This design comes from an exercise in tuning for small area, a short achievable clock period and few clock cycles on the open sky130 flow, not from production work.
Only simulation tests tie the RTL to the original design; equivalence was not proved.
Power and IR drop assume default switching activity.

== the baseline ==
// sliding_window_event_assigner_core
module sliding_window_event_assigner_core (
	input  logic                              clk,
	input  logic                              arst_n,
	input  logic                              evt_valid,
	output logic                              evt_ready,
	input  logic [swea_pkg::TIME_W-1:0]       evt_stamp,
	input  logic [swea_pkg::REF_W-1:0]        evt_ref,
	input  logic [swea_pkg::TAG_W-1:0]        evt_tag,
	input  logic                              evt_eom,
	output logic                              res_valid,
	input  logic                              res_ready,
	output logic                              res_kind,
	output logic [swea_pkg::TIME_W-1:0]       res_window_id,
	output logic [swea_pkg::RANK_W-1:0]       res_rank,
	output logic [swea_pkg::REF_W-1:0]        res_ref,
	output logic [swea_pkg::TAG_W-1:0]        res_tag,
	output logic [swea_pkg::TIME_W-1:0]       res_span_low,
	output logic [swea_pkg::TIME_W-1:0]       res_span_high,
	output logic                              res_last,
	input  logic                              psel,
	input  logic                              penable,
	input  logic                              pwrite,
	input  logic [swea_pkg::ADDR_W-1:0]       paddr,
	input  logic [swea_pkg::DATA_W-1:0]       pwdata,
	output logic [swea_pkg::DATA_W-1:0]       prdata,
	output logic                              pready
);
	localparam int TW = swea_pkg::TIME_W;
	localparam logic [2:0] S_IDLE  = 3'd0;  
	localparam logic [2:0] S_STEP  = 3'd1;  
	localparam logic [2:0] S_FIN   = 3'd2;  
	localparam logic [2:0] S_DONE  = 3'd3;  
	localparam logic [2:0] S_CBEG  = 3'd4;  
	localparam logic [2:0] S_CLOAD = 3'd5;  
	localparam logic [2:0] S_CCNT  = 3'd6;  
	localparam logic [2:0] S_CMOD  = 3'd7;  
	logic [TW-1:0] slide_q;
	logic [TW-1:0] range_q;
	logic [swea_pkg::RANK_CNT_W-1:0] rank_cnt_q;
	logic [32:0] d3_q;    
	logic d0_q;           
	logic d1_q;           
	logic [2:0] skip_q;   
	logic rzero_q;        
	logic r1_q;           
	logic [8:0] r_q;      
	logic czero_q;        
	logic [4:0] cm1_q;    
	logic [4:0] cm1mod_q; 
	logic [9:0] r3_q;     
	logic [2:0] st_q;
	logic idle_q;         
	logic wr_q;           
	logic cfg_q;          
  ...
Size in the first run: about 3,100 cells after synthesis, ~490 flip-flops, about 340 I/O pins, ~0.030 sq mm of cells after synthesis.
clock: 10.0 ns
lec_check: 0
cap_margin: 20
core_margin: 2
core_utilization: 40
slew_margin: 20
standard.sh (not shown) runs the stock make flow with config.mk's settings and CLKGATE_MAP_FILE= SYNTH_SCRIPT=/design/flow/synth_recipe.tcl, a recipe that flattens the netlist after the stock synthesis.
==> flow/flow/run.sh <==
#!/bin/bash
set -euo pipefail
cd "$(dirname "$0")/.."
bash standard.sh SETUP_SLACK_MARGIN=6.65 "BUFFER_PORTS_ARGS=-buffer_cell sky130_fd_sc_hd__buf_1" finish > flow_standard.log 2>&1
Testbench counts of the baseline, summed over its fixed seeds: cycles 41,102.
Modified inputs, the candidate compared to the baseline
==> flow/flow/run.sh <==
#!/bin/bash
set -euo pipefail
cd "$(dirname "$0")/.."
bash standard.sh SETUP_SLACK_MARGIN=7.1 "BUFFER_PORTS_ARGS=-buffer_cell sky130_fd_sc_hd__buf_1" finish > flow_standard.log 2>&1
- The candidate has final cell count above what the baseline had.
- [compare] base=the baseline new=the candidate: share of the cycle needed by the critical path after routing now sits lower, core utilization picked up an extra 7.0 points, setup fix buffers added after clock tree synthesis went up 270%, final hold slack went up 0.029 ns.
- In the candidate relative to the baseline, total routed wirelength had gone up by more than 10%.
- Higher number of antenna cells inserted goes to the baseline over the candidate.
- Sort the candidate and the baseline by net switching power figure, ascending, and the baseline comes first.
- The candidate gives less proportion of cell area occupied by multi-input gates than the baseline did.
- Total power (the candidate / the baseline): 1.17
- In the candidate the post-layout worst setup margin turned out 0.095 ns higher than in the baseline.

Starting RTL as in the previous note.
clock: 10.0 ns
lec_check: 0
cap_margin: 20
core_margin: 2
core_utilization: 40
slew_margin: 20
==> flow/flow/run.sh <==
#!/bin/bash
set -euo pipefail
cd "$(dirname "$0")/.."
bash standard.sh SETUP_SLACK_MARGIN=6.95 "BUFFER_PORTS_ARGS=-buffer_cell sky130_fd_sc_hd__buf_1" finish > flow_standard.log 2>&1
The first run produced a clean layout.
Testbench counts at the start, summed over its fixed seeds: cycles 41,102.
Then changed:
==> flow/flow/run.sh (replaced) <==
#!/bin/bash
set -euo pipefail
cd "$(dirname "$0")/.."
bash standard.sh SETUP_SLACK_MARGIN=6.8 "BUFFER_PORTS_ARGS=-buffer_cell sky130_fd_sc_hd__buf_1" finish > flow_standard.log 2>&1
TNS_END_PERCENT = 30   (was default)
=> Worst setup slack loses 0.10 ns. Power drops by 4.9%. Register-to-register slack got worse by 0.11 ns. Clock power hardly moves. Sequential share of layout area is higher by 1.5 points. Area after synthesis stays the same. Core utilization is lower by 2.6 points. Routed wire length went down by 4.3%.
Then changed:
TNS_END_PERCENT = 10   (was 30)
Effect: Worst setup slack degrades by 0.066 ns; area after synthesis stays the same; clock skew goes down by 0.0037 ns; sequential cell count stays the same; routed wire length goes down by about 0.8%; global-route usage is about the same; cell count goes down by about 1.4%; hold slack stays flat.

==> what the ideal ports hide <==
In the flow no input, the clock included, has a driving cell. The finished layouts below were timed again as built, in two steps. Step 1 sets driving cells, clkbuf_16 on the clock port and buf_2 on the other inputs (assumed; they add their load-dependent delay and slew). Step 2 times the ports against the registers' clock, not the clock port: input delays grow and output delays shrink by t, the midpoint of the rising clock arrivals with the driver on. a / b / c = ideal ports / drivers / drivers and shift; a / b = the first two.
run	t, ns	setup slack, ns	hold WS [ns]	cell pins on the clock port's net
the baseline	0.702	6.628 / 6.618 / 6.116	0.449 / 0.449 / 0.449	1
the candidate	0.701	6.723 / 6.657 / 6.277	0.478 / 0.478 / 0.478	1
the first run of note 2	0.685	6.731 / 6.665 / 6.257	0.483 / 0.483 / 0.483	1
the second run of note 2	0.701	6.629 / 6.560 / 6.092	0.443 / 0.443 / 0.443	1
the third run of note 2	0.699	6.563 / 6.546 / 6.092	0.442 / 0.442 / 0.442	1
After both steps every run listed still meets setup and hold. For the second run of note 2, which loses most, drivers alone change the setup slack by -0.069 ns; drivers and shift together by -0.537 ns.
